From an optimization exercise on the open Yosys and OpenROAD flow, aimed at small area, a short achievable clock period and few clock cycles per item; shortcuts taken in it are not production practice.
Function was checked by simulation only, so behaviour that the tests miss may differ from the original.
No activity file was given, so power comes from the tool's default toggle rates.

## flow/design.v (module list and top-level ports; edited modules follow where they fit)
// module unison_polyblep_saw_oscillator: 1456 lines
module unison_polyblep_saw_oscillator (
  input  logic                         clk,
  input  logic                         rst,
  input  logic                         in_valid,
  output logic                         in_ready,
  input  logic                         restart,
  output logic                         out_valid,
  input  logic                         out_ready,
  output logic signed [OUT_W-1:0]      sample_out,
  input  logic                         cfg_valid,
  output logic                         cfg_ready,
  input  logic        [CFG_IDX_W-1:0]  cfg_index,
  input  logic        [CFG_DATA_W-1:0] cfg_data
);
  // ...
==> flow/run.sh <==
#!/bin/bash
# synth_recipe.tcl (not shown) runs the flow's synth.tcl, then flattens the netlist and writes it again
# the make line also repeats each setting of config.mk as NAME=value (left out here)
make -C /OpenROAD-flow-scripts/flow DESIGN_CONFIG=/design/flow/config.mk WORK_HOME=/design/flow/orfs CLKGATE_MAP_FILE= SYNTH_SCRIPT=/design/flow/synth_recipe.tcl finish
==> flow/config.mk <==
export PLATFORM = sky130hd
export DESIGN_NAME = unison_polyblep_saw_oscillator
export DESIGN_NICKNAME = unison_polyblep_saw_oscillator
export VERILOG_FILES = /design/flow/design.v
export SDC_FILE = /design/flow/constraint.sdc
export NUM_CORES = 4
export LEC_CHECK = 0
export ABC_AREA = 1
export CAP_MARGIN = 10
export CORE_MARGIN = 2
export CORE_UTILIZATION = 40
export PLACE_DENSITY = 0.6
export SETUP_SLACK_MARGIN = 5
export SLEW_MARGIN = 10
==> flow/constraint.sdc <==
create_clock -name core_clock -period 12.5 [get_ports {clk}]
set_input_delay 2.5000 -clock core_clock [delete_from_list [all_inputs] [get_ports {clk}]]
set_output_delay 2.5000 -clock core_clock [all_outputs]
set_load 0.01 [all_outputs]
==> results.ini, run 1 <==
[run_status]
status=timing/DRC/antenna clean

[cells_and_area]
fillers=19390
layout.cells.non_filler=12924
final_util_pct=45.38
finalInstanceArea_mm2=0.08931
buffers=434
regArea_mm2=0.01711
syn_to_final_growth_pct=13.06

[synth]
syn_inst=10155
synth_top_family_by_area=adder cells
ys_types=71
avgSynthCellArea_um2=7.779
syn_nets=11546

[setup_path]
path_depth=52
path_buf_inv=16

[route]
met1Wirelength_um=125800
vias=73493
wl_per_cell_um=24.29
wl_um=314000
top_layer_used=met5

[power]
ir_worst_vdd_mv=0.6977
powerSeq_mw=3.63

[timing]
drv_slew=0
rsz0062_at_grt=true
timing.final.ws_setup_ns=4.491
clock.fmax_mhz=124.9

[global_routing]
grt_pass1_vias=71489
grt_use_met2_pct=47.23
grt_antenna_before_repair=8

[worst_hold_path]
whs_path_depth=2

[clock_network]
clkSinkCount=711

[floorplan]
boundaryPins=60

Testbench counts, summed over its fixed seeds: cycles 10,195, samples 4,608.
==> run 2, diff against run 1 <==
--- a/flow/design.v
+++ b/flow/design.v
@@ -120,2 +120,3 @@
   logic [31:0]   ma;                       
+  logic          mov;                      
   logic [31:0]   mb;
@@ -124,3 +125,3 @@
   logic [31:0]   tq0;                      
-  logic          tq0_no;
+  logic          tq0_no, tq0_ov;           
   logic          tq_n;
@@ -174,3 +175,5 @@
   end
-  assign mb = msq ? ma : blep_recip;
+  logic [31:0] ma_e;
+  assign ma_e = mov ? 32'd0 : ma;
+  assign mb   = msq ? ma_e : blep_recip;
   logic [XW-1:0] ma_r [19];
@@ -189,4 +192,4 @@
       case (g)
-        3'b001, 3'b010, 3'b101, 3'b110: m = {1'b0, ma};
-        3'b011, 3'b100:                 m = {ma, 1'b0};
+        3'b001, 3'b010, 3'b101, 3'b110: m = {1'b0, ma_e};
+        3'b011, 3'b100:                 m = {ma_e, 1'b0};
         default:                        m = '0;
@@ -199,3 +202,3 @@
     ma_r[17] = corr;
-    ma_r[18] = msq ? XW'({ma, 1'b1}) : (mno ? XW'(blep_recip) : XW'(0));
+    ma_r[18] = msq ? XW'({ma_e, 1'b1}) : (mno ? XW'(blep_recip) : XW'(0));
   end
@@ -1329,5 +1332,7 @@
   logic [XW-1:0] m_x;
-  logic [31:0]   t_clamp;
+  logic [31:0]   t_raw;
+  logic          t_ov;
   assign m_x = gs + gc + (bsq ? {acc ^ {YW{bno}}, 32'd0} : XW'(0));
-  assign t_clamp = (|m_x[63:48]) ? 32'hFFFF_FFFF : m_x[47:16];
+  assign t_raw = m_x[47:16];
+  assign t_ov  = |m_x[63:48];
   logic b_pos, s_avail, p_avail, pick_s, pick_p, tq_pop, tq_push;
@@ -1462,2 +1467,3 @@
       ma     <= new_a;
+      mov    <= 1'b0;
       msq    <= 1'b0;
@@ -1466,3 +1472,4 @@
       last_p <= 1'b0;
-      ma     <= tq_n ? tq0 : ~t_clamp;
+      ma     <= tq_n ? tq0 : ~t_raw;
+      mov    <= tq_n ? tq0_ov : t_ov;
       msq    <= 1'b1;
@@ -1472,2 +1479,3 @@
       ma     <= cur_a;
+      mov    <= 1'b0;
       msq    <= 1'b0;
@@ -1476,3 +1484,4 @@
     if (tq_push) begin
-      tq0    <= ~t_clamp;
+      tq0    <= ~t_raw;
+      tq0_ov <= t_ov;
       tq0_no <= bno;
--- a/flow/config.mk
+++ b/flow/config.mk
@@ -8,3 +8,3 @@
 export ABC_AREA = 1
-export CAP_MARGIN = 10
+export CAP_MARGIN = 20
 export CORE_MARGIN = 2
@@ -13,2 +13,2 @@
 export SETUP_SLACK_MARGIN = 5
-export SLEW_MARGIN = 10
+export SLEW_MARGIN = 20
==> results.ini, run 2 <==
[power]
p_seq_share_pct=13.0
p_leak_nw=42.52
pwr-share-comb_pct=77.2
swShare_pct=52.11
p_per_area_mw_per_mm2=320.4
switchingPower_mw=14.84
p_total_mw=28.47
ir_worst_vdd_mv=0.6974  ; about the same
p_int_mw=13.64
power_frac_clock_pct=9.8

[cells_and_area]
syn_to_final_growth_pct=12.37
fillers=19741  ; +1.8%
layout.cells.non_filler=12939  ; +0.12%
finalInstanceArea_mm2=0.08887  ; -0.49%
drive_gt1_share_pct=9.619
layout_common_cells=1739 x inv_1, 1237 x nand2_1, 835 x a21oi_1
layout_commonest_cell=inv_1
reg_top3=increment (160), phase (160), gc (65)
nets=11609

[synth]
syn_inst=10171  ; +0.16%
synthArstFlopShare_pct=0
ys_seq_area_share_pct=21.67
ys_types=70  ; -1.4%
synth_top_area_share_pct=15.11
avgSynthCellArea_um2=7.776  ; about the same
syn_nets=11562  ; +0.14%
ys_ff_latch=713
syn-cell-area_mm2=0.07909
synthTopCellsByCount=1767 x inv_1, 1303 x nand2_1, 876 x a21oi_1
post-synth-top-area-cell=fa_1
synth_flop_cell=dfxtp_1
synth_warnings=4
synth_edf_count=286
synth_area_leaders=fa_1 15%, ha_1 12%, edfxtp_1 11%
yosys.cell_count.top_type=inv_1

[clock_network]
ctsLongestPathBuffers=3
worstSkewPairLatency_ns=0.75
hold_buffers=0
path_clk_slew_ns=0.06
tritoncts=built
clkSinkCount=713  ; +0.28%
htreeDepth=3
cts-root-buf=clkbuf_16
cts_buffers=90

[place]
placed_area_mm2=0.08257
port_buffers=58
gp_congestion=0.9847
place_ws_ns=2.820
dpl.cell_count=12562
post-dp-hpwl_um=234400

[run]
cap_violations=0

[floorplan]
boundaryPins=60  ; unchanged
die_h_um=448.7
die_w_um=448.7
start_util_pct=40.14
core_area_mm2=0.1970
rows=163
design.die.area_mm2=0.2013

[route]
post-route-drc-count=0
vias=74851  ; +1.8%
ant_nets=0
first_pass_iters=6
wl_um=327200  ; +4.2%
drt_iter0_drc=7972
wl_per_cell_um=25.29  ; +4.1%
vias_per_cell=5.785

[setup_path]
critPathTopFamily=compound AO/OA/AOI/OAI gates
critPathCaptureType=flop
crit_path_start=gc[2]
crit_top_cell=o21ai_2
arrival_ns=8.07
max_stage_delay_ns=0.38
critPathRequiredTime_ns=13.13
startpoint_type=flop
slowest_stage=ha_1
r2r_start=gc[2]
critPathKind=flop to flop
crit_path_max_fanout=5
path_buf_inv=5  ; -11

[global_routing]
grt_overflow=0
grt_pass1_vias=72785  ; +1.8%
grt_pass1_wl_um=472500
grt_antenna_before_repair=17  ; +9
grt_start_max_net_pins=102
track_usage_pct=31.24

[timing]
worst_pin_slew_ns=1.307
clock.fmax_mhz=134.4  ; +7.6%
drv_slew=0  ; unchanged
clock-skew-final_ns=0.03987
hold_viol=0
setup_viol_count_final=0
finalCritPeriodShare_pct=59.52
timing.final.ws_setup_ns=5.060  ; +0.5692 ns
setup-tns-final_ns=0
max_slew_margin_pct=12.04
rsz0062_at_grt=true
finalCriticalPeriod_ns=7.440

[worst_hold_path]
hp-start=blep_recip[1]
hold_path_class=flop to flop

[run_status]
status=timing/DRC/antenna clean

-- run 2: worst paths after layout --
kind | cells past startpoint | slack, ns | endpoint
setup / recovery | 51 | 5.06 | flop
hold / removal | 2 | 0.48 | blep_recip[1]
setup reg to reg | 51 | 5.06 | flop
hold reg to reg | 2 | 0.48 | blep_recip[1]
-- run 2: worst min-delay path: cells and delay by family (launching register included) --
family,cells,cell delay (ns)
and+or+nand+nor,1,0.05
DFF,1,0.33
AOI/OAI and AO/OA,1,0.06
-- run 2: stage by stage --
step | hold WS (ns) | utilization [%]
6_report | 0.4813 | 45.11
2_1_floorplan | 0.3290 | -
5_1_grt | 0.5023 | 45.10
3_3_place_gp | 0.4561 | 41.90
3_5_place_dp | 0.4665 | 41.91
4_1_cts | 0.4800 | 43.96
-- run 2: final cells by class --
cell class	count	area (um2)	share of cell area [%]
clock buffer	121	2595	2.920
inverter	1798	6804	7.656
antenna	7	17.52	0.01971
timing repair inverter	2	13.76	0.01549
sequential	713	17160	19.31
multi-input combinational	7175	54830	61.70
timing repair buffer	438	3691	4.153
clock inverter	45	459.2	0.5167
tap	2640	3303	3.717
-- run 2: logic make-up (layout without fill, tap and decap cells) --
family | Yosys count | after routing | synth area share, %
buffers and inverters | 2291 | 2404 | 10.98
AO/OA/AOI/OAI | 2398 | 2401 | 17.37
flip-flops | 713 | 713 | 21.67
AND/OR/NAND/NOR | 2554 | 2559 | 13.38
XOR/XNOR | 858 | 858 | 9.502
multiplexers | 6 | 6 | 0.07594
other | 1 | 8 | 0.004741
adder cells (fa/ha/maj) | 1350 | 1350 | 27.02
-- run 2: routing by layer --
metal | vias to the layer above | track usage, % | share of wire [%]
li1 | 33417 | - | -
met1 | 36037 | 39.97 | 39
met2 | 4318 | 48.41 | 44
met3 | 1069 | 7.091 | 11
met4 | 10 | 17.91 | 6.8
met5 | - | 0 | 0.018
-- run 2: power by group through the flow --
stage	clock network (mW)	logic (mW)	registers, mW
final	2.79	22.0	3.69
after detailed placement	0	21.0	3.73
after floorplan	0	12.7	3.57
after global placement	0	21.0	3.73
after CTS	2.82	21.5	3.68
after global routing	2.90	24.2	3.72
-- run 2: repair_timing --
action	CTS	global route
cloned	3	10
setup buffers	54	136
setup endpoints to repair	104	77
pin swaps	41	145
gates resized for setup	187	272
Testbench counts of run 2, summed over its fixed seeds: cycles 10,195, samples 4,608.
==> run 3, diff against run 2 <==
--- a/flow/config.mk
+++ b/flow/config.mk
@@ -8,3 +8,3 @@
 export ABC_AREA = 1
-export CAP_MARGIN = 20
+export CAP_MARGIN = 10
 export CORE_MARGIN = 2
@@ -13,2 +13,2 @@
 export SETUP_SLACK_MARGIN = 5
-export SLEW_MARGIN = 20
+export SLEW_MARGIN = 10
==> results.ini, run 3 <==
[cells_and_area]
reg_top3=increment (160), phase (160), gc (65)
layout_commonest_cell=inv_1
nets=11669  ; +0.52%
syn_to_final_growth_pct=13.29
layout_common_cells=1736 x inv_1, 1237 x nand2_1, 837 x a21oi_1
drive_gt1_share_pct=10.13  ; +0.51 points

[timing]
hold_viol=0  ; unchanged
max_slew_margin_pct=11.60  ; -0.44 points
clock-skew-final_ns=0.03548  ; -0.004390 ns
finalCritPeriodShare_pct=59.50  ; about the same
rsz0062_at_grt=true
drv_slew=0  ; unchanged
finalCriticalPeriod_ns=7.437  ; -0.003360 ns
setup-tns-final_ns=0  ; unchanged
worst_pin_slew_ns=1.316  ; +0.008590 ns
clock.fmax_mhz=134.5  ; about the same
setup_viol_count_final=0  ; unchanged
timing.final.ws_setup_ns=5.063  ; +0.003360 ns

[synth]
synth_edf_count=286  ; unchanged
yosys.area_share.xor_xnor_pct=9.502  ; unchanged
synth_warnings=4  ; unchanged
synthMuxAreaShare_pct=0.07594  ; unchanged
synthArstFlopShare_pct=0  ; unchanged
syn_inst=10171  ; unchanged
synth_simple_gate_area_share_pct=13.38  ; unchanged
synth_area_leaders=fa_1 15%, ha_1 12%, edfxtp_1 11%
synth_compound_area_share_pct=17.37  ; unchanged
synth_flop_cell=dfxtp_1
synthAdderAreaFrac_pct=27.02  ; unchanged
post-synth-top-area-cell=fa_1
avgSynthCellArea_um2=7.776  ; unchanged
ys_types=70  ; unchanged
syn-cell-area_mm2=0.07909  ; unchanged
syn_nets=11562  ; unchanged
synthTopCellsByCount=1767 x inv_1, 1303 x nand2_1, 876 x a21oi_1
ys_seq_area_share_pct=21.67  ; unchanged
synth_top_family_by_area=adder cells
yosys.cell_count.top_type=inv_1
ys_ff_latch=713  ; unchanged
synth_top_area_share_pct=15.11  ; unchanged

[setup_path]
slowest_stage=ha_1
max_stage_delay_ns=0.37  ; about the same
critPathTopFamily=compound AO/OA/AOI/OAI gates
arrival_ns=8.06  ; about the same
startpoint_type=flop
critPathKind=flop to flop
path_buf_inv=5  ; unchanged
crit_path_max_fanout=4  ; -1
crit_top_cell=o21ai_2
critPathCaptureType=flop
critPathRequiredTime_ns=13.12  ; about the same

[clock_network]
worstSkewPairLatency_ns=0.73  ; -0.02 ns
htreeDepth=3  ; unchanged
cts_buffers=91  ; +1.1%
ctsLongestPathBuffers=3  ; unchanged
path_clk_slew_ns=0.06  ; about the same
hold_buffers=0  ; unchanged
clkSinkCount=713  ; unchanged
cts-root-buf=clkbuf_16
tritoncts=built

[place]
place_ws_ns=2.849  ; +0.02878 ns
post-dp-hpwl_um=234400  ; about the same
gp_congestion=0.9847  ; unchanged
port_buffers=58  ; unchanged

[route]
ant_nets=0  ; unchanged
vias=75242  ; +0.52%
first_pass_iters=7  ; +1
wl_um=330100  ; +0.87%
drt_iter0_drc=7740  ; -2.9%
vias_per_cell=5.789  ; about the same
wl_per_cell_um=25.39  ; +0.41%
post-route-drc-count=0  ; unchanged

[power]
p_total_mw=28.80  ; +1.1%
power_frac_clock_pct=9.8  ; about the same
p_int_mw=13.77  ; +0.98%
swShare_pct=52.18  ; +0.073 points
p_seq_share_pct=12.8  ; -0.2 points
switchingPower_mw=15.03  ; +1.3%
pwr-share-comb_pct=77.4  ; +0.2 points
p_leak_nw=42.90  ; +0.90%
ir_worst_vdd_mv=0.6861  ; -1.6%
p_per_area_mw_per_mm2=321.4  ; +0.31%

[global_routing]
track_usage_pct=31.44  ; +0.20 points
grt_pass1_vias=73375  ; +0.81%
grt_pass1_wl_um=476700  ; +0.88%
grt_antenna_before_repair=18  ; +1
grt_overflow=0  ; unchanged
grt_start_max_net_pins=102  ; unchanged

[floorplan]
core_area_mm2=0.1970  ; unchanged
design.die.area_mm2=0.2013  ; unchanged
start_util_pct=40.14  ; unchanged
die_w_um=448.7  ; unchanged
rows=163  ; unchanged
boundaryPins=60  ; unchanged
die_h_um=448.7  ; unchanged

[run]
cap_violations=0  ; unchanged

[run_status]
status=timing/DRC/antenna clean

[worst_hold_path]
hold_path_class=flop to flop

==> run 3: cell type report <==
| type | instances | area [um2] |
|---|---|---|
| Fill cell | 19601 | 107400 |
| Multi-Input combinational cell | 7175 | 54980 |
| Sequential cell | 713 | 17160 |
| Inverter | 1798 | 6797 |
| Timing Repair Buffer | 498 | 4265 |
| Tap cell | 2640 | 3303 |
| Clock buffer | 136 | 2691 |
| Clock inverter | 32 | 387.9 |
| Antenna cell | 5 | 12.51 |
| Timing Repair inverter | 1 | 8.758 |
==> run 3: logic make-up (layout without fill, tap and decap cells) <==
group                      Yosys count  in the layout
muxes                                6              6
DFF                                713            713
buffers and inverters             2291           2465
other                                1              6
xor gates and xnor gates           858            858
adders and majority gates         1350           1350
AOI/OAI and AO/OA                 2398           2401
and+or+nand+nor                   2554           2559
==> run 3: per-stage QoR <==
step | utilization [%] | hold WS [ns] | cells | area [um2]
2_1_floorplan | - | 0.3290 | 10171 | 79090
3_3_place_gp | 41.90 | 0.4561 | 12561 | 82550
3_5_place_dp | 41.90 | 0.4624 | 12561 | 82550
4_1_cts | 44.18 | 0.4777 | 12834 | 87040
5_1_grt | 45.48 | 0.4981 | 12996 | 89600
6_report | 45.48 | 0.4772 | 12998 | 89600
==> run 3: final timing paths <==
check | start | endpoint | slack [ns] | cells past startpoint
max | gc[2] | flop | 5.06 | 51
min | blep_recip[16] | blep_recip[16] | 0.48 | 2
max reg2reg | gc[2] | flop | 5.06 | 51
min reg2reg | blep_recip[16] | blep_recip[16] | 0.48 | 2
==> run 3: metal layers <==
metal / routed length [um] / up-vias / GRT usage (%)
met2: 142300 / 4246 / 48.28
li1: - / 33536 / -
met1: 128400 / 36312 / 40.12
met5: 37 / - / 0
met3: 35740 / 1142 / 7.446
met4: 23580 / 6 / 18.75
==> run 3: power groups by stage <==
| stage | logic (mW) | clock network [mW] | registers (mW) |
|---|---|---|---|
| detailed placement | 21.0 | 0 | 3.73 |
| CTS | 21.5 | 2.83 | 3.68 |
| global placement | 21.0 | 0 | 3.73 |
| finish | 22.3 | 2.81 | 3.69 |
| floorplan | 12.7 | 0 | 3.57 |
| global route | 24.4 | 2.91 | 3.72 |
==> run 3: timing repair <==
item | in CTS | in global routing
pin swaps | 53 | 164
gates cloned | 3 | 10
endpoints found under the setup margin | 104 | 85
gates resized for setup | 197 | 308
setup buffers | 102 | 148
==> run 3: tightest hold or removal path, cell delays in order, from the launching register on <==
cell,delay (ns)
dfxtp_1,0.32
nand2_1,0.05
o211ai_1,0.06

==> static timing again, ports no longer ideal <==
No port has a modelled driver above. Below, the same layouts with a new extraction and two added sets of constraints. Step 1 assumes that a clkbuf_16 drives the clock port and a buf_2 every other input. Step 2 moves the port delays by t, midway between the first and last clock arrival at a register: inputs arrive t later, outputs are due t later. That takes back most of the time a late clock gives input paths. Three values: no drivers, after step 1, after step 2; two values: the first two.
run | shift t [ns] | setup slack, ns | worst setup path at the end | cell pins on the clock port's net
run 1 | 0.826 | 4.491 / 4.491 / 4.491 | register to register | 1
run 2 | 0.811 | 5.060 / 5.060 / 5.060 | register to register | 1
run 3 | 0.803 | 5.063 / 5.063 / 5.063 | register to register | 1
After both steps setup and hold are still met in every run listed.
